What follows belongs to an exercise in optimizing a design on an open flow for small area, a short achievable clock period and few clock cycles per item; a production flow would make more cautious choices. No run shown here included a check of the RTL's function; only the layout flow was run.

==> flow/design.v (outline; a module is shown in full before it is edited, if it fits) <==
// module julia_pixel_engine: 2777 lines
module julia_pixel_engine #(
  parameter int H_RES    = 640,
  parameter int V_RES    = 480,
  parameter int MAX_ITER = 255,
  parameter int FRAC     = 12
) (
  input  logic        clk,
  input  logic        reset_n,
  input  logic        start,
  input  logic        abort,
  input  logic [15:0] c_re,
  input  logic [15:0] c_im,
  input  logic [15:0] re_start,
  input  logic [15:0] im_start,
  input  logic [15:0] step,
  output logic        draw,
  input  logic        draw_ready,
  output logic [9:0]  x,
  output logic [9:0]  y,
  output logic [7:0]  i,
  output logic        busy,
  output logic        frame_done
);
  // ...
==> flow/flow/run.sh <==
#!/bin/bash
# Standard ORFS layout (the standard.sh, unchanged synthesis), with the resizer's
# setup repair aimed below the clock period: repair_timing gets a setup margin so that
# it keeps improving paths after the 11 ns constraint is met.
set -euo pipefail
export SETUP_SLACK_MARGIN=7.7
bash standard.sh > flow_standard.log 2>&1
==> flow/standard.sh <==
#!/bin/bash
# synth_recipe.tcl (not shown) runs the flow's synth.tcl, then flattens the netlist and writes it again
# the make line also repeats each setting of config.mk as NAME=value (left out here)
make -C /OpenROAD-flow-scripts/flow DESIGN_CONFIG=/design/flow/config.mk WORK_HOME=/design/flow/orfs CLKGATE_MAP_FILE= SYNTH_SCRIPT=/design/flow/synth_recipe.tcl "${@:-finish}"
==> flow/config.mk <==
export PLATFORM = sky130hd
export DESIGN_NAME = julia_pixel_engine
export DESIGN_NICKNAME = julia_pixel_engine
export VERILOG_FILES = /design/flow/design.v
export SDC_FILE = /design/flow/constraint.sdc
export NUM_CORES = 4
export LEC_CHECK = 0
export CAP_MARGIN = 20
export CORE_MARGIN = 2
export CORE_UTILIZATION = 40
export PLACE_DENSITY = 0.6
export SLEW_MARGIN = 20
==> flow/constraint.sdc <==
create_clock -name core_clock -period 11.0 [get_ports {clk}]
set_input_delay 2.2000 -clock core_clock [delete_from_list [all_inputs] [get_ports {clk}]]
set_output_delay 2.2000 -clock core_clock [all_outputs]
set_load 0.01 [all_outputs]
==> results_dict.tcl, run 1 <==
set metrics [dict create \
    status "timing/DRC/antenna clean" \
    antenna_cells 0 \
    port_buffers 115 \
    start_util_pct 40.5 \
    final_common_cell "inv_1" \
    reg2regPathDepth 16 \
    grt_overflow 0 \
    place_ws_ps 6610 \
    gr-usage-met2_pct 32.6 \
    cts_root_buffer "clkbuf_16" \
    critPathLaunch "qa1_5" \
    yosysMostFrequentCell "inv_1" \
    regMostFlops "rb" \
    setup_viol 0 \
    crit_type "reg -> reg" \
    gr-usage-met1_pct 27.1 \
    rsz0062_at_grt "yes" \
    crit_family "adder cells" \
    start_kind "register" \
    fin_crit_ps 3880 \
    muxShareOfSynthArea_pct 1.91 \
    synth_seq_cells 505 \
    critPathMaxStageDelay_ps 580 \
    cp-end-kind "register" \
    final-clk-cell-share_pct 5.03 \
    final_cell_area_mm2 0.0398 \
    die_y_um 296 \
    clkTransAtPathRegs_ps 60 \
    viasPerCell 4.90 \
    layout.cells.non_filler 4580 \
    synth_ff_type "dfxtp_1" \
    grt_pass1_vias 23300 \
    hold_class "reg -> reg" \
    endpoint "re3[15]" \
    cts_made_buffers 58 \
    hp-start "it2[6]" \
    final_max_slew_viol_count 0 \
]
==> run 2: changes to the inputs <==
--- a/flow/design.v
+++ b/flow/design.v
@@ -239,16 +239,21 @@
   logic qp1_28;
   logic qp0_29;
   logic qp1_29;
   logic          big2, act2;
   logic [7:0]    it2;
   logic [TW-1:0] tg2;
   logic [17:0]   re3, im3;
   logic          mesc3, big3, act3;
+  logic [17:0]   reh3;           
+  logic [17:1]   rep3;
+  logic          rec3;
+  logic          mp3, mg3, mq3, mc3;    
+  logic          cap2, cap3;     
   logic [7:0]    it3;
   logic [TW-1:0] tg3;
   logic [7:0]      rb [NRES];
   logic [NRES-1:0] rv;
   logic [TW-1:0]   tag_a, tag_e;
   logic [TW:0]     outst;
   function automatic logic in_range18(input logic [17:0] v);
     in_range18 = (v[17:13] == 5'b00000) || (v[17:13] == 5'b11111) || (v == 18'd8192);
@@ -1468,18 +1473,17 @@
   wire s1_1206 = s1_1132 ^ s1_1134;
   wire s1_1207 = s1_1206 ^ ~cim_q[15];
   wire s1_1208 = (s1_1132 & s1_1134) | (s1_1206 & ~cim_q[15]);
   wire s1_1209 = s1_1135 ^ ~s1_863;
   wire s1_1210 = s1_1209 ^ s1_877;
   wire s1_1211 = (s1_1135 & ~s1_863) | (s1_1209 & s1_877);
   wire s1_1212 = s1_878 ^ 1'b1;
   wire s1_1213 = s1_878 & 1'b1;
-  logic [17:0] re2, im2;
-  logic        mesc2;
+  logic [17:0] im2;
   wire s2_1 = qa0_0 ^ qa1_0;
   wire s2_2 = qa0_0 & qa1_0;
   wire s2_3 = qa0_2 ^ ~qb0_2;
   wire s2_4 = qa0_2 & ~qb0_2;
   wire s2_5 = qa0_3 ^ qa1_3;
   wire s2_6 = s2_5 ^ ~qb0_3;
   wire s2_7 = (qa0_3 & qa1_3) | (s2_5 & ~qb0_3);
   wire s2_8 = qa0_4 ^ qa1_4;
@@ -1951,446 +1955,426 @@
   wire s2_474 = s2_420 | (s2_421 & s2_418);
   wire s2_475 = s2_421 & s2_419;
   wire s2_476 = s2_424 | (s2_425 & s2_422);
   wire s2_477 = s2_425 & s2_423;
   wire s2_478 = s2_428 | (s2_429 & s2_426);
   wire s2_479 = s2_429 & s2_427;
   wire s2_480 = s2_432 | (s2_433 & s2_430);
   wire s2_481 = s2_433 & s2_431;
-  wire s2_482 = s2_436 | (s2_437 & s2_434);
-  wire s2_483 = s2_437 & s2_435;
-  wire s2_484 = s2_440 | (s2_441 & s2_438);
-  wire s2_485 = s2_441 & s2_439;
-  wire s2_486 = s2_444 | (s2_445 & s2_442);
-  wire s2_487 = s2_445 & s2_443;
-  wire s2_488 = s2_448 | (s2_449 & s2_446);
-  wire s2_489 = s2_449 & s2_447;
-  wire s2_490 = s2_452 | (s2_453 & s2_450);
-  wire s2_491 = s2_453 & s2_451;
-  wire s2_492 = s2_456 | (s2_457 & s2_454);
-  wire s2_493 = s2_457 & s2_455;
-  wire s2_494 = s2_460 | (s2_461 & s2_458);
-  wire s2_495 = s2_461 & s2_459;
-  wire s2_496 = s2_464 | (s2_465 & s2_462);
-  wire s2_497 = s2_465 & s2_463;
-  wire s2_498 = s2_472 | (s2_473 & s2_470);
-  wire s2_499 = s2_473 & s2_471;
-  wire s2_500 = s2_476 | (s2_477 & s2_474);
-  wire s2_501 = s2_477 & s2_475;
-  wire s2_502 = s2_480 | (s2_481 & s2_478);
-  wire s2_503 = s2_481 & s2_479;
-  wire s2_504 = s2_484 | (s2_485 & s2_482);
-  wire s2_505 = s2_485 & s2_483;
-  wire s2_506 = s2_488 | (s2_489 & s2_486);
-  wire s2_507 = s2_489 & s2_487;
-  wire s2_508 = s2_492 | (s2_493 & s2_490);
-  wire s2_509 = s2_493 & s2_491;
-  wire s2_510 = s2_496 | (s2_497 & s2_494);
-  wire s2_511 = s2_497 & s2_495;
-  wire s2_512 = s2_500 | (s2_501 & s2_498);
-  wire s2_513 = s2_501 & s2_499;
-  wire s2_514 = s2_504 | (s2_505 & s2_502);
-  wire s2_515 = s2_505 & s2_503;
-  wire s2_516 = s2_508 | (s2_509 & s2_506);
-  wire s2_517 = s2_509 & s2_507;
-  wire s2_518 = s2_514 | (s2_515 & s2_512);
-  wire s2_519 = s2_515 & s2_513;
-  wire s2_520 = s2_516 | (s2_517 & s2_518);
-  wire s2_521 = s2_517 & s2_519;
-  wire s2_522 = s2_502 | (s2_503 & s2_512);
-  wire s2_523 = s2_503 & s2_513;
-  wire s2_524 = s2_506 | (s2_507 & s2_518);
-  wire s2_525 = s2_507 & s2_519;
-  wire s2_526 = s2_510 | (s2_511 & s2_520);
-  wire s2_527 = s2_511 & s2_521;
-  wire s2_528 = s2_474 | (s2_475 & s2_498);
-  wire s2_529 = s2_475 & s2_499;
-  wire s2_530 = s2_478 | (s2_479 & s2_512);
-  wire s2_531 = s2_479 & s2_513;
-  wire s2_532 = s2_482 | (s2_483 & s2_522);
-  wire s2_533 = s2_483 & s2_523;
-  wire s2_534 = s2_486 | (s2_487 & s2_518);
-  wire s2_535 = s2_487 & s2_519;
-  wire s2_536 = s2_490 | (s2_491 & s2_524);
-  wire s2_537 = s2_491 & s2_525;
-  wire s2_538 = s2_494 | (s2_495 & s2_520);
-  wire s2_539 = s2_495 & s2_521;
-  wire s2_540 = s2_414 | (s2_415 & s2_470);
-  wire s2_541 = s2_415 & s2_471;
-  wire s2_542 = s2_418 | (s2_419 & s2_498);
-  wire s2_543 = s2_419 & s2_499;
-  wire s2_544 = s2_422 | (s2_423 & s2_528);
-  wire s2_545 = s2_423 & s2_529;
-  wire s2_546 = s2_426 | (s2_427 & s2_512);
-  wire s2_547 = s2_427 & s2_513;
-  wire s2_548 = s2_430 | (s2_431 & s2_530);
-  wire s2_549 = s2_431 & s2_531;
-  wire s2_550 = s2_434 | (s2_435 & s2_522);
-  wire s2_551 = s2_435 & s2_523;
-  wire s2_552 = s2_438 | (s2_439 & s2_532);
-  wire s2_553 = s2_439 & s2_533;
-  wire s2_554 = s2_442 | (s2_443 & s2_518);
-  wire s2_555 = s2_443 & s2_519;
-  wire s2_556 = s2_446 | (s2_447 & s2_534);
-  wire s2_557 = s2_447 & s2_535;
-  wire s2_558 = s2_450 | (s2_451 & s2_524);
-  wire s2_559 = s2_451 & s2_525;
-  wire s2_560 = s2_454 | (s2_455 & s2_536);
-  wire s2_561 = s2_455 & s2_537;
-  wire s2_562 = s2_458 | (s2_459 & s2_520);
-  wire s2_563 = s2_459 & s2_521;
-  wire s2_564 = s2_462 | (s2_463 & s2_538);
-  wire s2_565 = s2_463 & s2_539;
-  wire s2_566 = s2_466 | (s2_467 & s2_526);
-  wire s2_567 = s2_467 & s2_527;
-  wire s2_568 = s2_435 ^ s2_522;
-  wire s2_569 = s2_437 ^ s2_550;
-  wire s2_570 = s2_439 ^ s2_532;
-  wire s2_571 = s2_441 ^ s2_552;
-  wire s2_572 = s2_443 ^ s2_518;
-  wire s2_573 = s2_445 ^ s2_554;
-  wire s2_574 = s2_447 ^ s2_534;
-  wire s2_575 = s2_449 ^ s2_556;
-  wire s2_576 = s2_451 ^ s2_524;
-  wire s2_577 = s2_453 ^ s2_558;
-  wire s2_578 = s2_455 ^ s2_536;
-  wire s2_579 = s2_457 ^ s2_560;
-  wire s2_580 = s2_459 ^ s2_520;
-  wire s2_581 = s2_461 ^ s2_562;
-  wire s2_582 = s2_463 ^ s2_538;
-  wire s2_583 = s2_465 ^ s2_564;
-  wire s2_584 = s2_467 ^ s2_526;
-  wire s2_585 = s2_469 ^ s2_566;
-  wire s2_586 = qp0_1 & qp1_1;
-  wire s2_587 = qp0_1 ^ qp1_1;
-  wire s2_588 = qp0_3 & qp1_3;
-  wire s2_589 = qp0_3 ^ qp1_3;
-  wire s2_590 = qp0_4 & qp1_4;
-  wire s2_591 = qp0_4 ^ qp1_4;
-  wire s2_592 = qp0_5 & qp1_5;
-  wire s2_593 = qp0_5 ^ qp1_5;
-  wire s2_594 = qp0_6 & qp1_6;
-  wire s2_595 = qp0_6 ^ qp1_6;
-  wire s2_596 = qp0_7 & qp1_7;
-  wire s2_597 = qp0_7 ^ qp1_7;
-  wire s2_598 = qp0_8 & qp1_8;
-  wire s2_599 = qp0_8 ^ qp1_8;
-  wire s2_600 = qp0_9 & qp1_9;
-  wire s2_601 = qp0_9 ^ qp1_9;
-  wire s2_602 = qp0_10 & qp1_10;
-  wire s2_603 = qp0_10 ^ qp1_10;
-  wire s2_604 = qp0_11 & qp1_11;
-  wire s2_605 = qp0_11 ^ qp1_11;
-  wire s2_606 = qp0_12 & qp1_12;
-  wire s2_607 = qp0_12 ^ qp1_12;
-  wire s2_608 = qp0_13 & qp1_13;
-  wire s2_609 = qp0_13 ^ qp1_13;
-  wire s2_610 = qp0_14 & qp1_14;
-  wire s2_611 = qp0_14 ^ qp1_14;
-  wire s2_612 = qp0_15 & qp1_15;
-  wire s2_613 = qp0_15 ^ qp1_15;
-  wire s2_614 = qp0_16 & qp1_16;
-  wire s2_615 = qp0_16 ^ qp1_16;
-  wire s2_616 = qp0_17 & qp1_17;
-  wire s2_617 = qp0_17 ^ qp1_17;
-  wire s2_618 = qp0_18 & qp1_18;
-  wire s2_619 = qp0_18 ^ qp1_18;
-  wire s2_620 = qp0_19 & qp1_19;
-  wire s2_621 = qp0_19 ^ qp1_19;
-  wire s2_622 = qp0_20 & qp1_20;
-  wire s2_623 = qp0_20 ^ qp1_20;
-  wire s2_624 = qp0_21 & qp1_21;
-  wire s2_625 = qp0_21 ^ qp1_21;
-  wire s2_626 = qp0_22 & qp1_22;
-  wire s2_627 = qp0_22 ^ qp1_22;
-  wire s2_628 = qp0_23 & qp1_23;
-  wire s2_629 = qp0_23 ^ qp1_23;
-  wire s2_630 = qp0_24 & qp1_24;
-  wire s2_631 = qp0_24 ^ qp1_24;
-  wire s2_632 = qp0_25 & qp1_25;
-  wire s2_633 = qp0_25 ^ qp1_25;
-  wire s2_634 = qp0_26 & qp1_26;
-  wire s2_635 = qp0_26 ^ qp1_26;
-  wire s2_636 = qp0_27 & qp1_27;
-  wire s2_637 = qp0_27 ^ qp1_27;
-  wire s2_638 = qp0_28 & qp1_28;
-  wire s2_639 = qp0_28 ^ qp1_28;
-  wire s2_640 = qp0_29 & qp1_29;
-  wire s2_641 = qp0_29 ^ qp1_29;
-  wire s2_642 = s2_586 | (s2_587 & 1'b0);
-  wire s2_643 = s2_587 & 1'b0;
-  wire s2_644 = s2_588 | (s2_589 & 1'b0);
-  wire s2_645 = s2_589 & qp0_2;
-  wire s2_646 = s2_592 | (s2_593 & s2_590);
-  wire s2_647 = s2_593 & s2_591;
-  wire s2_648 = s2_596 | (s2_597 & s2_594);
-  wire s2_649 = s2_597 & s2_595;
-  wire s2_650 = s2_600 | (s2_601 & s2_598);
-  wire s2_651 = s2_601 & s2_599;
-  wire s2_652 = s2_604 | (s2_605 & s2_602);
-  wire s2_653 = s2_605 & s2_603;
-  wire s2_654 = s2_608 | (s2_609 & s2_606);
-  wire s2_655 = s2_609 & s2_607;
-  wire s2_656 = s2_612 | (s2_613 & s2_610);
-  wire s2_657 = s2_613 & s2_611;
-  wire s2_658 = s2_616 | (s2_617 & s2_614);
-  wire s2_659 = s2_617 & s2_615;
-  wire s2_660 = s2_620 | (s2_621 & s2_618);
-  wire s2_661 = s2_621 & s2_619;
-  wire s2_662 = s2_624 | (s2_625 & s2_622);
-  wire s2_663 = s2_625 & s2_623;
-  wire s2_664 = s2_628 | (s2_629 & s2_626);
-  wire s2_665 = s2_629 & s2_627;
-  wire s2_666 = s2_632 | (s2_633 & s2_630);
-  wire s2_667 = s2_633 & s2_631;
-  wire s2_668 = s2_636 | (s2_637 & s2_634);
-  wire s2_669 = s2_637 & s2_635;
-  wire s2_670 = s2_644 | (s2_645 & s2_642);
-  wire s2_671 = s2_645 & s2_643;
-  wire s2_672 = s2_648 | (s2_649 & s2_646);
-  wire s2_673 = s2_649 & s2_647;
-  wire s2_674 = s2_652 | (s2_653 & s2_650);
-  wire s2_675 = s2_653 & s2_651;
-  wire s2_676 = s2_656 | (s2_657 & s2_654);
-  wire s2_677 = s2_657 & s2_655;
-  wire s2_678 = s2_660 | (s2_661 & s2_658);
-  wire s2_679 = s2_661 & s2_659;
-  wire s2_680 = s2_664 | (s2_665 & s2_662);
-  wire s2_681 = s2_665 & s2_663;
-  wire s2_682 = s2_668 | (s2_669 & s2_666);
-  wire s2_683 = s2_669 & s2_667;
-  wire s2_684 = s2_672 | (s2_673 & s2_670);
-  wire s2_685 = s2_673 & s2_671;
-  wire s2_686 = s2_676 | (s2_677 & s2_674);
-  wire s2_687 = s2_677 & s2_675;
-  wire s2_688 = s2_680 | (s2_681 & s2_678);
-  wire s2_689 = s2_681 & s2_679;
-  wire s2_690 = s2_686 | (s2_687 & s2_684);
-  wire s2_691 = s2_687 & s2_685;
-  wire s2_692 = s2_688 | (s2_689 & s2_690);
-  wire s2_693 = s2_689 & s2_691;
-  wire s2_694 = s2_674 | (s2_675 & s2_684);
-  wire s2_695 = s2_675 & s2_685;
-  wire s2_696 = s2_678 | (s2_679 & s2_690);
-  wire s2_697 = s2_679 & s2_691;
-  wire s2_698 = s2_682 | (s2_683 & s2_692);
-  wire s2_699 = s2_683 & s2_693;
-  wire s2_700 = s2_646 | (s2_647 & s2_670);
-  wire s2_701 = s2_647 & s2_671;
-  wire s2_702 = s2_650 | (s2_651 & s2_684);
-  wire s2_703 = s2_651 & s2_685;
-  wire s2_704 = s2_654 | (s2_655 & s2_694);
-  wire s2_705 = s2_655 & s2_695;
-  wire s2_706 = s2_658 | (s2_659 & s2_690);
-  wire s2_707 = s2_659 & s2_691;
-  wire s2_708 = s2_662 | (s2_663 & s2_696);
-  wire s2_709 = s2_663 & s2_697;
-  wire s2_710 = s2_666 | (s2_667 & s2_692);
-  wire s2_711 = s2_667 & s2_693;
-  wire s2_712 = 1'b0 | (qp0_2 & s2_642);
-  wire s2_713 = qp0_2 & s2_643;
-  wire s2_714 = s2_590 | (s2_591 & s2_670);
-  wire s2_715 = s2_591 & s2_671;
-  wire s2_716 = s2_594 | (s2_595 & s2_700);
-  wire s2_717 = s2_595 & s2_701;
-  wire s2_718 = s2_598 | (s2_599 & s2_684);
-  wire s2_719 = s2_599 & s2_685;
-  wire s2_720 = s2_602 | (s2_603 & s2_702);
-  wire s2_721 = s2_603 & s2_703;
-  wire s2_722 = s2_606 | (s2_607 & s2_694);
-  wire s2_723 = s2_607 & s2_695;
-  wire s2_724 = s2_610 | (s2_611 & s2_704);
-  wire s2_725 = s2_611 & s2_705;
-  wire s2_726 = s2_614 | (s2_615 & s2_690);
-  wire s2_727 = s2_615 & s2_691;
-  wire s2_728 = s2_618 | (s2_619 & s2_706);
-  wire s2_729 = s2_619 & s2_707;
-  wire s2_730 = s2_622 | (s2_623 & s2_696);
-  wire s2_731 = s2_623 & s2_697;
-  wire s2_732 = s2_626 | (s2_627 & s2_708);
-  wire s2_733 = s2_627 & s2_709;
-  wire s2_734 = s2_630 | (s2_631 & s2_692);
-  wire s2_735 = s2_631 & s2_693;
-  wire s2_736 = s2_634 | (s2_635 & s2_710);
-  wire s2_737 = s2_635 & s2_711;
-  wire s2_738 = s2_638 | (s2_639 & s2_698);
-  wire s2_739 = s2_639 & s2_699;
-  wire s2_740 = s2_607 ^ s2_694;
-  wire s2_741 = s2_609 ^ s2_722;
-  wire s2_742 = s2_611 ^ s2_704;
-  wire s2_743 = s2_613 ^ s2_724;
-  wire s2_744 = s2_615 ^ s2_690;
-  wire s2_745 = s2_617 ^ s2_726;
-  wire s2_746 = s2_619 ^ s2_706;
-  wire s2_747 = s2_621 ^ s2_728;
-  wire s2_748 = s2_623 ^ s2_696;
-  wire s2_749 = s2_625 ^ s2_730;
-  wire s2_750 = s2_627 ^ s2_708;
-  wire s2_751 = s2_629 ^ s2_732;
-  wire s2_752 = s2_631 ^ s2_692;
-  wire s2_753 = s2_633 ^ s2_734;
-  wire s2_754 = s2_635 ^ s2_710;
-  wire s2_755 = s2_637 ^ s2_736;
-  wire s2_756 = s2_639 ^ s2_698;
-  wire s2_757 = s2_641 ^ s2_738;
-  wire s2_758 = s2_327 & 1'b1;
-  wire s2_759 = s2_327 ^ 1'b1;
-  wire s2_760 = s2_328 & s2_330;
-  wire s2_761 = s2_328 ^ s2_330;
-  wire s2_762 = s2_331 & s2_333;
-  wire s2_763 = s2_331 ^ s2_333;
-  wire s2_764 = s2_334 & s2_336;
-  wire s2_765 = s2_334 ^ s2_336;
-  wire s2_766 = s2_337 & s2_339;
-  wire s2_767 = s2_337 ^ s2_339;
-  wire s2_768 = s2_340 & s2_342;
-  wire s2_769 = s2_340 ^ s2_342;
-  wire s2_770 = s2_343 & s2_345;
-  wire s2_771 = s2_343 ^ s2_345;
-  wire s2_772 = s2_346 & s2_348;
-  wire s2_773 = s2_346 ^ s2_348;
-  wire s2_774 = s2_349 & s2_351;
-  wire s2_775 = s2_349 ^ s2_351;
-  wire s2_776 = s2_352 & s2_354;
-  wire s2_777 = s2_352 ^ s2_354;
-  wire s2_778 = s2_355 & s2_357;
-  wire s2_779 = s2_355 ^ s2_357;
-  wire s2_780 = s2_358 & s2_360;
-  wire s2_781 = s2_358 ^ s2_360;
-  wire s2_782 = s2_361 & s2_363;
-  wire s2_783 = s2_361 ^ s2_363;
-  wire s2_784 = s2_364 & s2_366;
-  wire s2_785 = s2_364 ^ s2_366;
-  wire s2_786 = s2_367 & s2_369;
-  wire s2_787 = s2_367 ^ s2_369;
-  wire s2_788 = s2_370 & s2_372;
-  wire s2_789 = s2_370 ^ s2_372;
-  wire s2_790 = s2_373 & s2_375;
-  wire s2_791 = s2_373 ^ s2_375;
-  wire s2_792 = s2_376 & s2_378;
-  wire s2_793 = s2_376 ^ s2_378;
-  wire s2_794 = s2_379 & s2_381;
-  wire s2_795 = s2_379 ^ s2_381;
-  wire s2_796 = s2_382 & s2_384;
-  wire s2_797 = s2_382 ^ s2_384;
-  wire s2_798 = s2_385 & s2_387;
-  wire s2_799 = s2_385 ^ s2_387;
-  wire s2_800 = s2_388 & s2_390;
-  wire s2_801 = s2_388 ^ s2_390;
-  wire s2_802 = s2_391 & s2_393;
-  wire s2_803 = s2_391 ^ s2_393;
-  wire s2_804 = s2_394 & s2_396;
-  wire s2_805 = s2_394 ^ s2_396;
-  wire s2_806 = s2_397 & s2_399;
-  wire s2_807 = s2_397 ^ s2_399;
-  wire s2_808 = s2_400 & s2_402;
-  wire s2_809 = s2_400 ^ s2_402;
-  wire s2_810 = s2_403 & s2_405;
-  wire s2_811 = s2_403 ^ s2_405;
-  wire s2_812 = s2_406 & s2_408;
-  wire s2_813 = s2_406 ^ s2_408;
-  wire s2_814 = s2_760 | (s2_761 & s2_758);
-  wire s2_815 = s2_761 & s2_759;
-  wire s2_816 = s2_764 | (s2_765 & s2_762);
-  wire s2_817 = s2_765 & s2_763;
-  wire s2_818 = s2_768 | (s2_769 & s2_766);
-  wire s2_819 = s2_769 & s2_767;
-  wire s2_820 = s2_772 | (s2_773 & s2_770);
-  wire s2_821 = s2_773 & s2_771;
-  wire s2_822 = s2_776 | (s2_777 & s2_774);
-  wire s2_823 = s2_777 & s2_775;
-  wire s2_824 = s2_780 | (s2_781 & s2_778);
-  wire s2_825 = s2_781 & s2_779;
-  wire s2_826 = s2_784 | (s2_785 & s2_782);
-  wire s2_827 = s2_785 & s2_783;
-  wire s2_828 = s2_788 | (s2_789 & s2_786);
-  wire s2_829 = s2_789 & s2_787;
-  wire s2_830 = s2_792 | (s2_793 & s2_790);
-  wire s2_831 = s2_793 & s2_791;
-  wire s2_832 = s2_796 | (s2_797 & s2_794);
-  wire s2_833 = s2_797 & s2_795;
-  wire s2_834 = s2_800 | (s2_801 & s2_798);
-  wire s2_835 = s2_801 & s2_799;
-  wire s2_836 = s2_804 | (s2_805 & s2_802);
-  wire s2_837 = s2_805 & s2_803;
-  wire s2_838 = s2_808 | (s2_809 & s2_806);
-  wire s2_839 = s2_809 & s2_807;
-  wire s2_840 = s2_816 | (s2_817 & s2_814);
-  wire s2_841 = s2_817 & s2_815;
-  wire s2_842 = s2_820 | (s2_821 & s2_818);
-  wire s2_843 = s2_821 & s2_819;
-  wire s2_844 = s2_824 | (s2_825 & s2_822);
-  wire s2_845 = s2_825 & s2_823;
-  wire s2_846 = s2_828 | (s2_829 & s2_826);
-  wire s2_847 = s2_829 & s2_827;
-  wire s2_848 = s2_832 | (s2_833 & s2_830);
-  wire s2_849 = s2_833 & s2_831;
-  wire s2_850 = s2_836 | (s2_837 & s2_834);
-  wire s2_851 = s2_837 & s2_835;
-  wire s2_852 = s2_842 | (s2_843 & s2_840);
-  wire s2_853 = s2_843 & s2_841;
-  wire s2_854 = s2_846 | (s2_847 & s2_844);
-  wire s2_855 = s2_847 & s2_845;
-  wire s2_856 = s2_850 | (s2_851 & s2_848);
-  wire s2_857 = s2_851 & s2_849;
-  wire s2_858 = s2_854 | (s2_855 & s2_852);
-  wire s2_859 = s2_855 & s2_853;
-  wire s2_860 = s2_856 | (s2_857 & s2_858);
-  wire s2_861 = s2_857 & s2_859;
-  wire s2_862 = s2_844 | (s2_845 & s2_852);
-  wire s2_863 = s2_845 & s2_853;
-  wire s2_864 = s2_848 | (s2_849 & s2_858);
-  wire s2_865 = s2_849 & s2_859;
-  wire s2_866 = s2_818 | (s2_819 & s2_840);
-  wire s2_867 = s2_819 & s2_841;
-  wire s2_868 = s2_822 | (s2_823 & s2_852);
-  wire s2_869 = s2_823 & s2_853;
-  wire s2_870 = s2_826 | (s2_827 & s2_862);
-  wire s2_871 = s2_827 & s2_863;
-  wire s2_872 = s2_830 | (s2_831 & s2_858);
-  wire s2_873 = s2_831 & s2_859;
-  wire s2_874 = s2_834 | (s2_835 & s2_864);
-  wire s2_875 = s2_835 & s2_865;
-  wire s2_876 = s2_838 | (s2_839 & s2_860);
-  wire s2_877 = s2_839 & s2_861;
-  wire s2_878 = s2_762 | (s2_763 & s2_814);
-  wire s2_879 = s2_763 & s2_815;
-  wire s2_880 = s2_766 | (s2_767 & s2_840);
-  wire s2_881 = s2_767 & s2_841;
-  wire s2_882 = s2_770 | (s2_771 & s2_866);
-  wire s2_883 = s2_771 & s2_867;
-  wire s2_884 = s2_774 | (s2_775 & s2_852);
-  wire s2_885 = s2_775 & s2_853;
-  wire s2_886 = s2_778 | (s2_779 & s2_868);
-  wire s2_887 = s2_779 & s2_869;
-  wire s2_888 = s2_782 | (s2_783 & s2_862);
-  wire s2_889 = s2_783 & s2_863;
-  wire s2_890 = s2_786 | (s2_787 & s2_870);
-  wire s2_891 = s2_787 & s2_871;
-  wire s2_892 = s2_790 | (s2_791 & s2_858);
-  wire s2_893 = s2_791 & s2_859;
-  wire s2_894 = s2_794 | (s2_795 & s2_872);
-  wire s2_895 = s2_795 & s2_873;
-  wire s2_896 = s2_798 | (s2_799 & s2_864);
-  wire s2_897 = s2_799 & s2_865;
-  wire s2_898 = s2_802 | (s2_803 & s2_874);
-  wire s2_899 = s2_803 & s2_875;
-  wire s2_900 = s2_806 | (s2_807 & s2_860);
-  wire s2_901 = s2_807 & s2_861;
-  wire s2_902 = s2_810 | (s2_811 & s2_876);
-  wire s2_903 = s2_811 & s2_877;
-  wire s2_904 = s2_813 ^ s2_902;
-  assign re2   = {s2_585, s2_584, s2_583, s2_582, s2_581, s2_580, s2_579, s2_578, s2_577, s2_576, s2_575, s2_574, s2_573, s2_572, s2_571, s2_570, s2_569, s2_568};
-  assign im2   = {s2_757, s2_756, s2_755, s2_754, s2_753, s2_752, s2_751, s2_750, s2_749, s2_748, s2_747, s2_746, s2_745, s2_744, s2_743, s2_742, s2_741, s2_740};
-  assign mesc2 = ~s2_904;
+  wire s2_482 = s2_472 | (s2_473 & s2_470);
+  wire s2_483 = s2_473 & s2_471;
+  wire s2_484 = s2_476 | (s2_477 & s2_474);
+  wire s2_485 = s2_477 & s2_475;
+  wire s2_486 = s2_480 | (s2_481 & s2_478);
+  wire s2_487 = s2_481 & s2_479;
+  wire s2_488 = s2_484 | (s2_485 & s2_482);
+  wire s2_489 = s2_485 & s2_483;
+  wire s2_490 = s2_486 | (s2_487 & s2_488);
+  wire s2_491 = s2_487 & s2_489;
+  wire s2_492 = s2_474 | (s2_475 & s2_482);
+  wire s2_493 = s2_475 & s2_483;
+  wire s2_494 = s2_478 | (s2_479 & s2_488);
+  wire s2_495 = s2_479 & s2_489;
+  wire s2_496 = s2_414 | (s2_415 & s2_470);
+  wire s2_497 = s2_415 & s2_471;
+  wire s2_498 = s2_418 | (s2_419 & s2_482);
+  wire s2_499 = s2_419 & s2_483;
+  wire s2_500 = s2_422 | (s2_423 & s2_492);
+  wire s2_501 = s2_423 & s2_493;
+  wire s2_502 = s2_426 | (s2_427 & s2_488);
+  wire s2_503 = s2_427 & s2_489;
+  wire s2_504 = s2_430 | (s2_431 & s2_494);
+  wire s2_505 = s2_431 & s2_495;
+  wire s2_506 = s2_436 | (s2_437 & s2_434);
+  wire s2_507 = s2_437 & s2_435;
+  wire s2_508 = s2_440 | (s2_441 & s2_438);
+  wire s2_509 = s2_441 & s2_439;
+  wire s2_510 = s2_444 | (s2_445 & s2_442);
+  wire s2_511 = s2_445 & s2_443;
+  wire s2_512 = s2_448 | (s2_449 & s2_446);
+  wire s2_513 = s2_449 & s2_447;
+  wire s2_514 = s2_452 | (s2_453 & s2_450);
+  wire s2_515 = s2_453 & s2_451;
+  wire s2_516 = s2_456 | (s2_457 & s2_454);
+  wire s2_517 = s2_457 & s2_455;
+  wire s2_518 = s2_460 | (s2_461 & s2_458);
+  wire s2_519 = s2_461 & s2_459;
+  wire s2_520 = s2_464 | (s2_465 & s2_462);
+  wire s2_521 = s2_465 & s2_463;
+  wire s2_522 = s2_508 | (s2_509 & s2_506);
+  wire s2_523 = s2_509 & s2_507;
+  wire s2_524 = s2_512 | (s2_513 & s2_510);
+  wire s2_525 = s2_513 & s2_511;
+  wire s2_526 = s2_516 | (s2_517 & s2_514);
+  wire s2_527 = s2_517 & s2_515;
+  wire s2_528 = s2_520 | (s2_521 & s2_518);
+  wire s2_529 = s2_521 & s2_519;
+  wire s2_530 = s2_524 | (s2_525 & s2_522);
+  wire s2_531 = s2_525 & s2_523;
+  wire s2_532 = s2_528 | (s2_529 & s2_526);
+  wire s2_533 = s2_529 & s2_527;
+  wire s2_534 = s2_532 | (s2_533 & s2_530);
+  wire s2_535 = s2_533 & s2_531;
+  wire s2_536 = s2_526 | (s2_527 & s2_530);
+  wire s2_537 = s2_527 & s2_531;
+  wire s2_538 = s2_510 | (s2_511 & s2_522);
+  wire s2_539 = s2_511 & s2_523;
+  wire s2_540 = s2_514 | (s2_515 & s2_530);
+  wire s2_541 = s2_515 & s2_531;
+  wire s2_542 = s2_518 | (s2_519 & s2_536);
+  wire s2_543 = s2_519 & s2_537;
+  wire s2_544 = s2_438 | (s2_439 & s2_506);
+  wire s2_545 = s2_439 & s2_507;
+  wire s2_546 = s2_442 | (s2_443 & s2_522);
+  wire s2_547 = s2_443 & s2_523;
+  wire s2_548 = s2_446 | (s2_447 & s2_538);
+  wire s2_549 = s2_447 & s2_539;
+  wire s2_550 = s2_450 | (s2_451 & s2_530);
+  wire s2_551 = s2_451 & s2_531;
+  wire s2_552 = s2_454 | (s2_455 & s2_540);
+  wire s2_553 = s2_455 & s2_541;
+  wire s2_554 = s2_458 | (s2_459 & s2_536);
+  wire s2_555 = s2_459 & s2_537;
+  wire s2_556 = s2_462 | (s2_463 & s2_542);
+  wire s2_557 = s2_463 & s2_543;
+  wire s2_558 = s2_466 | (s2_467 & s2_534);
+  wire s2_559 = s2_467 & s2_535;
+  wire s2_560 = s2_437 ^ s2_434;
+  wire s2_561 = s2_439 ^ s2_506;
+  wire s2_562 = s2_441 ^ s2_544;
+  wire s2_563 = s2_443 ^ s2_522;
+  wire s2_564 = s2_445 ^ s2_546;
+  wire s2_565 = s2_447 ^ s2_538;
+  wire s2_566 = s2_449 ^ s2_548;
+  wire s2_567 = s2_451 ^ s2_530;
+  wire s2_568 = s2_453 ^ s2_550;
+  wire s2_569 = s2_455 ^ s2_540;
+  wire s2_570 = s2_457 ^ s2_552;
+  wire s2_571 = s2_459 ^ s2_536;
+  wire s2_572 = s2_461 ^ s2_554;
+  wire s2_573 = s2_463 ^ s2_542;
+  wire s2_574 = s2_465 ^ s2_556;
+  wire s2_575 = s2_467 ^ s2_534;
+  wire s2_576 = s2_469 ^ s2_558;
+  wire s2_577 = qp0_1 & qp1_1;
+  wire s2_578 = qp0_1 ^ qp1_1;
+  wire s2_579 = qp0_3 & qp1_3;
+  wire s2_580 = qp0_3 ^ qp1_3;
+  wire s2_581 = qp0_4 & qp1_4;
+  wire s2_582 = qp0_4 ^ qp1_4;
+  wire s2_583 = qp0_5 & qp1_5;
+  wire s2_584 = qp0_5 ^ qp1_5;
+  wire s2_585 = qp0_6 & qp1_6;
+  wire s2_586 = qp0_6 ^ qp1_6;
+  wire s2_587 = qp0_7 & qp1_7;
+  wire s2_588 = qp0_7 ^ qp1_7;
+  wire s2_589 = qp0_8 & qp1_8;
+  wire s2_590 = qp0_8 ^ qp1_8;
+  wire s2_591 = qp0_9 & qp1_9;
+  wire s2_592 = qp0_9 ^ qp1_9;
+  wire s2_593 = qp0_10 & qp1_10;
+  wire s2_594 = qp0_10 ^ qp1_10;
+  wire s2_595 = qp0_11 & qp1_11;
+  wire s2_596 = qp0_11 ^ qp1_11;
+  wire s2_597 = qp0_12 & qp1_12;
+  wire s2_598 = qp0_12 ^ qp1_12;
+  wire s2_599 = qp0_13 & qp1_13;
+  wire s2_600 = qp0_13 ^ qp1_13;
+  wire s2_601 = qp0_14 & qp1_14;
+  wire s2_602 = qp0_14 ^ qp1_14;
+  wire s2_603 = qp0_15 & qp1_15;
+  wire s2_604 = qp0_15 ^ qp1_15;
+  wire s2_605 = qp0_16 & qp1_16;
+  wire s2_606 = qp0_16 ^ qp1_16;
+  wire s2_607 = qp0_17 & qp1_17;
+  wire s2_608 = qp0_17 ^ qp1_17;
+  wire s2_609 = qp0_18 & qp1_18;
+  wire s2_610 = qp0_18 ^ qp1_18;
+  wire s2_611 = qp0_19 & qp1_19;
+  wire s2_612 = qp0_19 ^ qp1_19;
+  wire s2_613 = qp0_20 & qp1_20;
+  wire s2_614 = qp0_20 ^ qp1_20;
+  wire s2_615 = qp0_21 & qp1_21;
+  wire s2_616 = qp0_21 ^ qp1_21;
+  wire s2_617 = qp0_22 & qp1_22;
+  wire s2_618 = qp0_22 ^ qp1_22;
+  wire s2_619 = qp0_23 & qp1_23;
+  wire s2_620 = qp0_23 ^ qp1_23;
+  wire s2_621 = qp0_24 & qp1_24;
+  wire s2_622 = qp0_24 ^ qp1_24;
+  wire s2_623 = qp0_25 & qp1_25;
+  wire s2_624 = qp0_25 ^ qp1_25;
+  wire s2_625 = qp0_26 & qp1_26;
+  wire s2_626 = qp0_26 ^ qp1_26;
+  wire s2_627 = qp0_27 & qp1_27;
+  wire s2_628 = qp0_27 ^ qp1_27;
+  wire s2_629 = qp0_28 & qp1_28;
+  wire s2_630 = qp0_28 ^ qp1_28;
+  wire s2_631 = qp0_29 & qp1_29;
+  wire s2_632 = qp0_29 ^ qp1_29;
+  wire s2_633 = s2_577 | (s2_578 & 1'b0);
+  wire s2_634 = s2_578 & 1'b0;
+  wire s2_635 = s2_579 | (s2_580 & 1'b0);
+  wire s2_636 = s2_580 & qp0_2;
+  wire s2_637 = s2_583 | (s2_584 & s2_581);
+  wire s2_638 = s2_584 & s2_582;
+  wire s2_639 = s2_587 | (s2_588 & s2_585);
+  wire s2_640 = s2_588 & s2_586;
+  wire s2_641 = s2_591 | (s2_592 & s2_589);
+  wire s2_642 = s2_592 & s2_590;
+  wire s2_643 = s2_595 | (s2_596 & s2_593);
+  wire s2_644 = s2_596 & s2_594;
+  wire s2_645 = s2_599 | (s2_600 & s2_597);
+  wire s2_646 = s2_600 & s2_598;
+  wire s2_647 = s2_603 | (s2_604 & s2_601);
+  wire s2_648 = s2_604 & s2_602;
+  wire s2_649 = s2_607 | (s2_608 & s2_605);
+  wire s2_650 = s2_608 & s2_606;
+  wire s2_651 = s2_611 | (s2_612 & s2_609);
+  wire s2_652 = s2_612 & s2_610;
+  wire s2_653 = s2_615 | (s2_616 & s2_613);
+  wire s2_654 = s2_616 & s2_614;
+  wire s2_655 = s2_619 | (s2_620 & s2_617);
+  wire s2_656 = s2_620 & s2_618;
+  wire s2_657 = s2_623 | (s2_624 & s2_621);
+  wire s2_658 = s2_624 & s2_622;
+  wire s2_659 = s2_627 | (s2_628 & s2_625);
+  wire s2_660 = s2_628 & s2_626;
+  wire s2_661 = s2_635 | (s2_636 & s2_633);
+  wire s2_662 = s2_636 & s2_634;
+  wire s2_663 = s2_639 | (s2_640 & s2_637);
+  wire s2_664 = s2_640 & s2_638;
+  wire s2_665 = s2_643 | (s2_644 & s2_641);
+  wire s2_666 = s2_644 & s2_642;
+  wire s2_667 = s2_647 | (s2_648 & s2_645);
+  wire s2_668 = s2_648 & s2_646;
+  wire s2_669 = s2_651 | (s2_652 & s2_649);
+  wire s2_670 = s2_652 & s2_650;
+  wire s2_671 = s2_655 | (s2_656 & s2_653);
+  wire s2_672 = s2_656 & s2_654;
+  wire s2_673 = s2_659 | (s2_660 & s2_657);
+  wire s2_674 = s2_660 & s2_658;
+  wire s2_675 = s2_663 | (s2_664 & s2_661);
+  wire s2_676 = s2_664 & s2_662;
+  wire s2_677 = s2_667 | (s2_668 & s2_665);
+  wire s2_678 = s2_668 & s2_666;
+  wire s2_679 = s2_671 | (s2_672 & s2_669);
+  wire s2_680 = s2_672 & s2_670;
+  wire s2_681 = s2_677 | (s2_678 & s2_675);
+  wire s2_682 = s2_678 & s2_676;
+  wire s2_683 = s2_679 | (s2_680 & s2_681);
+  wire s2_684 = s2_680 & s2_682;
+  wire s2_685 = s2_665 | (s2_666 & s2_675);
+  wire s2_686 = s2_666 & s2_676;
+  wire s2_687 = s2_669 | (s2_670 & s2_681);
+  wire s2_688 = s2_670 & s2_682;
+  wire s2_689 = s2_673 | (s2_674 & s2_683);
+  wire s2_690 = s2_674 & s2_684;
+  wire s2_691 = s2_637 | (s2_638 & s2_661);
+  wire s2_692 = s2_638 & s2_662;
+  wire s2_693 = s2_641 | (s2_642 & s2_675);
+  wire s2_694 = s2_642 & s2_676;
+  wire s2_695 = s2_645 | (s2_646 & s2_685);
+  wire s2_696 = s2_646 & s2_686;
+  wire s2_697 = s2_649 | (s2_650 & s2_681);
+  wire s2_698 = s2_650 & s2_682;
+  wire s2_699 = s2_653 | (s2_654 & s2_687);
+  wire s2_700 = s2_654 & s2_688;
+  wire s2_701 = s2_657 | (s2_658 & s2_683);
+  wire s2_702 = s2_658 & s2_684;
+  wire s2_703 = 1'b0 | (qp0_2 & s2_633);
+  wire s2_704 = qp0_2 & s2_634;
+  wire s2_705 = s2_581 | (s2_582 & s2_661);
+  wire s2_706 = s2_582 & s2_662;
+  wire s2_707 = s2_585 | (s2_586 & s2_691);
+  wire s2_708 = s2_586 & s2_692;
+  wire s2_709 = s2_589 | (s2_590 & s2_675);
+  wire s2_710 = s2_590 & s2_676;
+  wire s2_711 = s2_593 | (s2_594 & s2_693);
+  wire s2_712 = s2_594 & s2_694;
+  wire s2_713 = s2_597 | (s2_598 & s2_685);
+  wire s2_714 = s2_598 & s2_686;
+  wire s2_715 = s2_601 | (s2_602 & s2_695);
+  wire s2_716 = s2_602 & s2_696;
+  wire s2_717 = s2_605 | (s2_606 & s2_681);
+  wire s2_718 = s2_606 & s2_682;
+  wire s2_719 = s2_609 | (s2_610 & s2_697);
+  wire s2_720 = s2_610 & s2_698;
+  wire s2_721 = s2_613 | (s2_614 & s2_687);
+  wire s2_722 = s2_614 & s2_688;
+  wire s2_723 = s2_617 | (s2_618 & s2_699);
+  wire s2_724 = s2_618 & s2_700;
+  wire s2_725 = s2_621 | (s2_622 & s2_683);
+  wire s2_726 = s2_622 & s2_684;
+  wire s2_727 = s2_625 | (s2_626 & s2_701);
+  wire s2_728 = s2_626 & s2_702;
+  wire s2_729 = s2_629 | (s2_630 & s2_689);
+  wire s2_730 = s2_630 & s2_690;
+  wire s2_731 = s2_598 ^ s2_685;
+  wire s2_732 = s2_600 ^ s2_713;
+  wire s2_733 = s2_602 ^ s2_695;
+  wire s2_734 = s2_604 ^ s2_715;
+  wire s2_735 = s2_606 ^ s2_681;
+  wire s2_736 = s2_608 ^ s2_717;
+  wire s2_737 = s2_610 ^ s2_697;
+  wire s2_738 = s2_612 ^ s2_719;
+  wire s2_739 = s2_614 ^ s2_687;
+  wire s2_740 = s2_616 ^ s2_721;
+  wire s2_741 = s2_618 ^ s2_699;
+  wire s2_742 = s2_620 ^ s2_723;
+  wire s2_743 = s2_622 ^ s2_683;
+  wire s2_744 = s2_624 ^ s2_725;
+  wire s2_745 = s2_626 ^ s2_701;
+  wire s2_746 = s2_628 ^ s2_727;
+  wire s2_747 = s2_630 ^ s2_689;
+  wire s2_748 = s2_632 ^ s2_729;
+  wire s2_749 = s2_327 & 1'b1;
+  wire s2_750 = s2_327 ^ 1'b1;
+  wire s2_751 = s2_328 & s2_330;
+  wire s2_752 = s2_328 ^ s2_330;
+  wire s2_753 = s2_331 & s2_333;
+  wire s2_754 = s2_331 ^ s2_333;
+  wire s2_755 = s2_334 & s2_336;
+  wire s2_756 = s2_334 ^ s2_336;
+  wire s2_757 = s2_337 & s2_339;
+  wire s2_758 = s2_337 ^ s2_339;
+  wire s2_759 = s2_340 & s2_342;
+  wire s2_760 = s2_340 ^ s2_342;
+  wire s2_761 = s2_343 & s2_345;
+  wire s2_762 = s2_343 ^ s2_345;
+  wire s2_763 = s2_346 & s2_348;
+  wire s2_764 = s2_346 ^ s2_348;
+  wire s2_765 = s2_349 & s2_351;
+  wire s2_766 = s2_349 ^ s2_351;
+  wire s2_767 = s2_352 & s2_354;
+  wire s2_768 = s2_352 ^ s2_354;
+  wire s2_769 = s2_355 & s2_357;
+  wire s2_770 = s2_355 ^ s2_357;
+  wire s2_771 = s2_358 & s2_360;
+  wire s2_772 = s2_358 ^ s2_360;
+  wire s2_773 = s2_361 & s2_363;
+  wire s2_774 = s2_361 ^ s2_363;
+  wire s2_775 = s2_364 & s2_366;
+  wire s2_776 = s2_364 ^ s2_366;
+  wire s2_777 = s2_367 & s2_369;
+  wire s2_778 = s2_367 ^ s2_369;
+  wire s2_779 = s2_370 & s2_372;
+  wire s2_780 = s2_370 ^ s2_372;
+  wire s2_781 = s2_373 & s2_375;
+  wire s2_782 = s2_373 ^ s2_375;
+  wire s2_783 = s2_376 & s2_378;
+  wire s2_784 = s2_376 ^ s2_378;
+  wire s2_785 = s2_379 & s2_381;
+  wire s2_786 = s2_379 ^ s2_381;
+  wire s2_787 = s2_382 & s2_384;
+  wire s2_788 = s2_382 ^ s2_384;
+  wire s2_789 = s2_385 & s2_387;
+  wire s2_790 = s2_385 ^ s2_387;
+  wire s2_791 = s2_388 & s2_390;
+  wire s2_792 = s2_388 ^ s2_390;
+  wire s2_793 = s2_391 & s2_393;
+  wire s2_794 = s2_391 ^ s2_393;
+  wire s2_795 = s2_394 & s2_396;
+  wire s2_796 = s2_394 ^ s2_396;
+  wire s2_797 = s2_397 & s2_399;
+  wire s2_798 = s2_397 ^ s2_399;
+  wire s2_799 = s2_400 & s2_402;
+  wire s2_800 = s2_400 ^ s2_402;
+  wire s2_801 = s2_403 & s2_405;
+  wire s2_802 = s2_403 ^ s2_405;
+  wire s2_803 = s2_406 & s2_408;
+  wire s2_804 = s2_406 ^ s2_408;
+  wire s2_805 = s2_751 | (s2_752 & s2_749);
+  wire s2_806 = s2_752 & s2_750;
+  wire s2_807 = s2_755 | (s2_756 & s2_753);
+  wire s2_808 = s2_756 & s2_754;
+  wire s2_809 = s2_759 | (s2_760 & s2_757);
+  wire s2_810 = s2_760 & s2_758;
+  wire s2_811 = s2_763 | (s2_764 & s2_761);
+  wire s2_812 = s2_764 & s2_762;
+  wire s2_813 = s2_767 | (s2_768 & s2_765);
+  wire s2_814 = s2_768 & s2_766;
+  wire s2_815 = s2_771 | (s2_772 & s2_769);
+  wire s2_816 = s2_772 & s2_770;
+  wire s2_817 = s2_807 | (s2_808 & s2_805);
+  wire s2_818 = s2_808 & s2_806;
+  wire s2_819 = s2_811 | (s2_812 & s2_809);
+  wire s2_820 = s2_812 & s2_810;
+  wire s2_821 = s2_815 | (s2_816 & s2_813);
+  wire s2_822 = s2_816 & s2_814;
+  wire s2_823 = s2_819 | (s2_820 & s2_817);
+  wire s2_824 = s2_820 & s2_818;
+  wire s2_825 = s2_821 | (s2_822 & s2_823);
+  wire s2_826 = s2_822 & s2_824;
+  wire s2_827 = s2_809 | (s2_810 & s2_817);
+  wire s2_828 = s2_810 & s2_818;
+  wire s2_829 = s2_813 | (s2_814 & s2_823);
+  wire s2_830 = s2_814 & s2_824;
+  wire s2_831 = s2_753 | (s2_754 & s2_805);
+  wire s2_832 = s2_754 & s2_806;
+  wire s2_833 = s2_757 | (s2_758 & s2_817);
+  wire s2_834 = s2_758 & s2_818;
+  wire s2_835 = s2_761 | (s2_762 & s2_827);
+  wire s2_836 = s2_762 & s2_828;
+  wire s2_837 = s2_765 | (s2_766 & s2_823);
+  wire s2_838 = s2_766 & s2_824;
+  wire s2_839 = s2_769 | (s2_770 & s2_829);
+  wire s2_840 = s2_770 & s2_830;
+  wire s2_841 = s2_775 | (s2_776 & s2_773);
+  wire s2_842 = s2_776 & s2_774;
+  wire s2_843 = s2_779 | (s2_780 & s2_777);
+  wire s2_844 = s2_780 & s2_778;
+  wire s2_845 = s2_783 | (s2_784 & s2_781);
+  wire s2_846 = s2_784 & s2_782;
+  wire s2_847 = s2_787 | (s2_788 & s2_785);
+  wire s2_848 = s2_788 & s2_786;
+  wire s2_849 = s2_791 | (s2_792 & s2_789);
+  wire s2_850 = s2_792 & s2_790;
+  wire s2_851 = s2_795 | (s2_796 & s2_793);
+  wire s2_852 = s2_796 & s2_794;
+  wire s2_853 = s2_799 | (s2_800 & s2_797);
+  wire s2_854 = s2_800 & s2_798;
+  wire s2_855 = s2_843 | (s2_844 & s2_841);
+  wire s2_856 = s2_844 & s2_842;
+  wire s2_857 = s2_847 | (s2_848 & s2_845);
+  wire s2_858 = s2_848 & s2_846;
+  wire s2_859 = s2_851 | (s2_852 & s2_849);
+  wire s2_860 = s2_852 & s2_850;
+  wire s2_861 = s2_857 | (s2_858 & s2_855);
+  wire s2_862 = s2_858 & s2_856;
+  wire s2_863 = s2_859 | (s2_860 & s2_861);
+  wire s2_864 = s2_860 & s2_862;
+  wire s2_865 = s2_845 | (s2_846 & s2_855);
+  wire s2_866 = s2_846 & s2_856;
+  wire s2_867 = s2_849 | (s2_850 & s2_861);
+  wire s2_868 = s2_850 & s2_862;
+  wire s2_869 = s2_853 | (s2_854 & s2_863);
+  wire s2_870 = s2_854 & s2_864;
+  wire s2_871 = s2_777 | (s2_778 & s2_841);
+  wire s2_872 = s2_778 & s2_842;
+  wire s2_873 = s2_781 | (s2_782 & s2_855);
+  wire s2_874 = s2_782 & s2_856;
+  wire s2_875 = s2_785 | (s2_786 & s2_865);
+  wire s2_876 = s2_786 & s2_866;
+  wire s2_877 = s2_789 | (s2_790 & s2_861);
+  wire s2_878 = s2_790 & s2_862;
+  wire s2_879 = s2_793 | (s2_794 & s2_867);
+  wire s2_880 = s2_794 & s2_868;
+  wire s2_881 = s2_797 | (s2_798 & s2_863);
+  wire s2_882 = s2_798 & s2_864;
+  wire s2_883 = s2_801 | (s2_802 & s2_869);
+  wire s2_884 = s2_802 & s2_870;
+  assign im2   = {s2_748, s2_747, s2_746, s2_745, s2_744, s2_743, s2_742, s2_741, s2_740, s2_739, s2_738, s2_737, s2_736, s2_735, s2_734, s2_733, s2_732, s2_731};
   logic       big_new, esc, fin;
   logic [7:0] it_inc, cnt;
   assign big_new = ~in_range18(re3) | ~in_range18(im3);
-  assign esc     = big3 | mesc3 | (it3 == ITER_CAP);
+  assign re3   = reh3 ^ ({rep3, 1'b1} & {18{rec3}});
+  assign mesc3 = ~(mp3 ^ (mg3 | (mq3 & mc3)));
+  assign esc     = big3 | mesc3 | cap3;
   assign it_inc  = it3 + 8'd1;
   assign fin = esc | big_new;
   assign cnt = esc ? it3 : it_inc;
   logic big0;
   assign big0 = ~in_range16(cur_re) | ~in_range16(cur_im);
   logic [13:0] ur_u, ui_u, ur_p, ui_p, ur_n, ui_n;
   logic        sr_u, si_u, sr_p, si_p, sr_n, si_n;
   assign sr_u = re3[14];
@@ -2438,18 +2422,18 @@
   assign ur_n = assign_px ? ur_p : ur_u;
   assign ui_n = assign_px ? ui_p : ui_u;
   assign y_free    = ~act3 | fin;
   assign assign_px = run & y_free & (outst != (TW+1)'(NRES));
   assign xfer      = draw_q & draw_ready;
   assign last_xy   = (xo == X_LAST) && (yo == Y_LAST);
   assign out_load  = run & rv[tag_e] & (~draw_q | (draw_ready & ~last_xy));
   logic [TW:0] outst_up, outst_dn;
-  assign outst_up = outst + (TW+1)'(assign_px);
-  assign outst_dn = outst_up - 1'b1;
+  assign outst_up = outst + 1'b1;
+  assign outst_dn = outst - 1'b1;
   always_ff @(posedge clk or negedge reset_n) begin
     if (!reset_n) begin
       busy_q <= 1'b0;
       busy_o <= 1'b0;
       done_q <= 1'b0;
       draw_q <= 1'b0;
       draw_o <= 1'b0;
       act1   <= 1'b0;
@@ -2529,17 +2513,20 @@
           xg     <= xg + 10'd1;
           cur_re <= cur_re + step_q;
         end
       end
       if (out_load) begin
         io    <= rb[tag_e];
         tag_e <= tag_inc(tag_e);
       end
-      outst <= out_load ? outst_dn : outst_up;
+      if (assign_px && !out_load)
+        outst <= outst_up;
+      else if (out_load && !assign_px)
+        outst <= outst_dn;
       if (xfer) begin
         if (xo == X_LAST) begin
           xo <= '0;
           yo <= yo + 10'd1;
         end else begin
           xo <= xo + 10'd1;
         end
       end
@@ -2708,19 +2695,59 @@
     qp1_27 <= s1_1207;
     qp0_28 <= s1_1208;
     qp1_28 <= s1_1210;
     qp0_29 <= s1_1211;
     qp1_29 <= s1_1212;
     big2 <= big1;
     it2  <= it1;
     tg2  <= tg1;
-    re3   <= re2;
+    reh3[0] <= s2_435;
+    reh3[1] <= s2_560;
+    rep3[1] <= s2_435;
+    reh3[2] <= s2_561;
+    rep3[2] <= s2_507;
+    reh3[3] <= s2_562;
+    rep3[3] <= s2_545;
+    reh3[4] <= s2_563;
+    rep3[4] <= s2_523;
+    reh3[5] <= s2_564;
+    rep3[5] <= s2_547;
+    reh3[6] <= s2_565;
+    rep3[6] <= s2_539;
+    reh3[7] <= s2_566;
+    rep3[7] <= s2_549;
+    reh3[8] <= s2_567;
+    rep3[8] <= s2_531;
+    reh3[9] <= s2_568;
+    rep3[9] <= s2_551;
+    reh3[10] <= s2_569;
+    rep3[10] <= s2_541;
+    reh3[11] <= s2_570;
+    rep3[11] <= s2_553;
+    reh3[12] <= s2_571;
+    rep3[12] <= s2_537;
+    reh3[13] <= s2_572;
+    rep3[13] <= s2_555;
+    reh3[14] <= s2_573;
+    rep3[14] <= s2_543;
+    reh3[15] <= s2_574;
+    rep3[15] <= s2_557;
+    reh3[16] <= s2_575;
+    rep3[16] <= s2_535;
+    reh3[17] <= s2_576;
+    rep3[17] <= s2_559;
+    rec3 <= s2_490;
+    mp3 <= s2_804;
+    mg3 <= s2_883;
+    mq3 <= s2_884;
+    mc3 <= s2_825;
     im3   <= im2;
-    mesc3 <= mesc2;
+    cap2  <= (it1 == ITER_CAP);
+    cap3  <= cap2;
     big3  <= big2;
     it3   <= it2;
     tg3   <= tg2;
     sr1 <= sr_n;
     si1 <= si_n;
     ur1 <= ur_n;
     ui1 <= ui_n;
     x01 <= ur_n[0] ^ sr_n;
==> flow/flow/run.sh (replaced) <==
#!/bin/bash
# Standard ORFS layout (the standard.sh, unchanged synthesis), with the resizer's
# setup repair aimed below the clock period: repair_timing gets a setup margin so that
# it keeps improving paths after the 11 ns constraint is met.
set -euo pipefail
export SETUP_SLACK_MARGIN=7.6
bash standard.sh > flow_standard.log 2>&1
==> results_dict.tcl, run 2 <==
set metrics [dict create \
    drcViolationCount 0 \
    synth_fa_ha_area_share_pct 29.4 \
    cts_hold_buffers 0 \
    largest_reg_flops 48 \
    gp_congestion 0.846 \
    crit_top_cell "a21o_1" \
    layout.cells.non_filler 4696 \
    critPathMaxStageDelay_ps 550 \
    syn2layout_area_growth_pct 14.2 \
    ys_warn_count 1 \
    cts_sinks 527 \
    clock_path_buffers 3 \
    yosysMostFrequentCell "inv_1" \
    rr_startpoint "qa1_12" \
    hp-start "big2" \
    grt.total_usage_pct 19.0 \
    regArea_mm2 0.0123 \
    drive_gt1_share_pct 11.6 \
    placed_cells 4544 \
    nNetsFinal 4171 \
    max-slew-margin-rel_pct 28.8 \
    ys_seq_area_share_pct 34.7 \
    rr_endpoint "reh3[16]" \
    yosys.area_share.simple_pct 10.4 \
    start_util_pct 40.3 \
    max_freq_mhz 251 \
    cp-end-kind "register" \
    grt_overflow 0 \
    worst-path-max-fanout 2 \
    cts_tree "built" \
    ios 116 \
    core_mm2 0.0868 \
    h-tree-depth 2 \
    die_y_um 300 \
    antenna_found_initial 2 \
    wl_per_cell_um 17.8 \
    ant_nets 0 \
    postPlaceCellArea_mm2 0.0373 \
    slowest_stage "fa_1" \
    cap_violations 0 \
    start_kind "register" \
    synth_top_family_by_area "adder cells" \
    port_buffers 115 \
    whs_ps 323 \
    final_max_slew_viol_count 0 \
    synth_largest_area_cell "fa_1" \
    hold_class "reg -> reg" \
    setup_ws_ps 7020 \
    finalHoldViolations 0 \
    fin_util_pct 46.1 \
    place_ws_ps 6020 \
    viasPerCell 4.89 \
    multi_input_area_mm2 0.0203 \
    grt_pass1_wl_mm 133 \
    syn_inst 3394 \
    grt_start_max_net_pins 94 \
    hpwl_mm 61.9 \
    row_count 108 \
    regMostFlops "rb" \
    setup_tns_ps 0 \
    dr_total_vias 23000 \
    synth_compound_area_share_pct 8.00 \
    chipWidth_um 300 \
    muxShareOfSynthArea_pct 1.81 \
    clkTransAtPathRegs_ps 60 \
    final_cell_mix "inv_1, fa_1, dfxtp_1" \
    synth.avg_cell_area_um2 10.3 \
    min_to "big3" \
    crit_type "reg -> reg" \
    holdPathStages 0 \
    syn_nets 4072 \
    crit_arrival_ps 4530 \
    async_flop_share_pct 2.66 \
    final_common_cell "inv_1" \
    fillers 8201 \
    ys_top_cells_by_area "fa_1, dfxtp_1, edfxtp_1, ha_1, inv_1" \
    period_share_pct 36.2 \
    synth_common_cells "inv_1, fa_1, dfxtp_1" \
    synth_top_area_share_pct 21.9 \
    synth_seq_cells 527 \
    fin_crit_ps 3980 \
    rsz0062_at_grt "yes" \
    cts_made_buffers 57 \
    clk_latency_ps 630 \
    r2r_slack_ps 7020 \
    synth_area_mm2 0.0350 \
    status "timing/DRC/antenna clean" \
    crit_chain "inv_2, fa_1, fa_1, ha_2, fa_2, a21o_1, a21o_1, a21o_1, a31o_2, a41oi_2, a21oi_2, nand3_1, nand2_2, a31o_2, fa_2" \
    wirelength_mm 83.6 \
    setup_viol 0 \
    synth_enable_flop_cells 152 \
    final_cell_area_mm2 0.0400 \
    drt_iter0_markers 1464 \
    reg.largest.list "rb (48), im3 (18)" \
    first_pass_iters 5 \
    skew_ps 27.8 \
    crit_required_ps 11550 \
    grt_pass1_vias 23600 \
    die_area_mm2 0.0899 \
    synth_ff_type "dfxtp_1" \
    synth_xor_area_share_pct 7.15 \
    reg2regPathDepth 15 \
    cts_root_buffer "clkbuf_16" \
    worst_slew_pin_slew_ps 1070 \
    yosysUniqueCellTypes 78 \
]
==> run 2: changes by cell type after synthesis, moves of 9 or more <==
cell / delta
o21ai_0: +54
o21ai_1: -46
xnor2_1: +23
dfxtp_1: +22
inv_1: +22
and3_1: +17
a21oi_1: +16
nor2_1: +13
clkbuf_1: -10
and2_1: +9
xor2_1: -9
==> run 2: final cells by class <==
class,instances,share of cell area [%]
diodes,2,0.0125
clock buffers,76,4.11
clock inverters,29,0.557
inverters,638,6.02
multi-input cells,2081,50.7
flip-flops and latches,527,30.7
well taps,1155,3.61
repair buffers,188,4.33
==> run 2: worst max path at each step <==
stage | start | end | slack, ps | cells past startpoint
6_report | qa1_12 | reh3[16] | 7020 | 15
3_3_place_gp | rec3 | tag_a[1] | 6090 | 14
5_1_grt | qa1_12 | reh3[16] | 6930 | 15
4_1_cts | qa1_12 | reh3[16] | 7030 | 15
3_5_place_dp | rec3 | tag_a[1] | 6020 | 14
2_1_floorplan | draw_ready | outst[3] | 7250 | 11
==> run 2: kinds of logic after synthesis <==
family,after synthesis
muxes,49
and+or+nand+nor,723
adders and majority gates,594
AOI/OAI and AO/OA,430
DFF,527
buffers and inverters,786
xor gates and xnor gates,285
==> run 2: per-layer routing <==
metal	global-route usage (%)	vias to the layer above	wire length, um
met3	2.30	111	4100
met2	31.5	550	39400
met1	26.0	11400	38000
met4	5.43	0	2140
met5	0	-	0
li1	-	11000	-
==> run 2: worst max-delay path, delay by kind of cell, from the launching register on <==
kind	cells	cell delay (ps)
fa+ha+maj	5	2050
compound gates	7	1320
simple gates	2	160
buf+inv	1	50
flops	1	340
==> run 2: repair_timing <==
item                       in CTS  in global routing
cloned                          3                  0
setup endpoints to repair     262                 51
resized for setup             239                 66
setup buffers                  24                 18
pin swaps                      30                 34

[port drivers added, routing unchanged]
The results above use ideal ports. As a check the final layouts listed here were re-extracted and re-timed, cells and wires unchanged.
Step 1, drivers: a clkbuf_16 drives clk and a buf_2 each remaining input, both assumed.
Step 2 moves the port delays by t, midway between the first and last clock arrival at a register: inputs arrive t later, outputs are due t later. That takes back most of the time a late clock gives input paths.
a / b / c = ideal ports / drivers / drivers and shift; a / b = the first two.
run	t (ns)	setup slack, ns	worst setup path at the end	worst register clock-pin slew, ns	worst data-port slew with drivers (ns)
run 1	0.699	7.124 / 7.124 / 7.124	register to register	0.07 / 0.07	0.06
run 2	0.685	7.022 / 7.022 / 6.973	input to register	0.07 / 0.07	0.06
After both steps setup and hold are still met in every run listed. The setup slack of run 2, which loses most, moves by 0.000 ns with the drivers and by -0.049 ns with both steps.
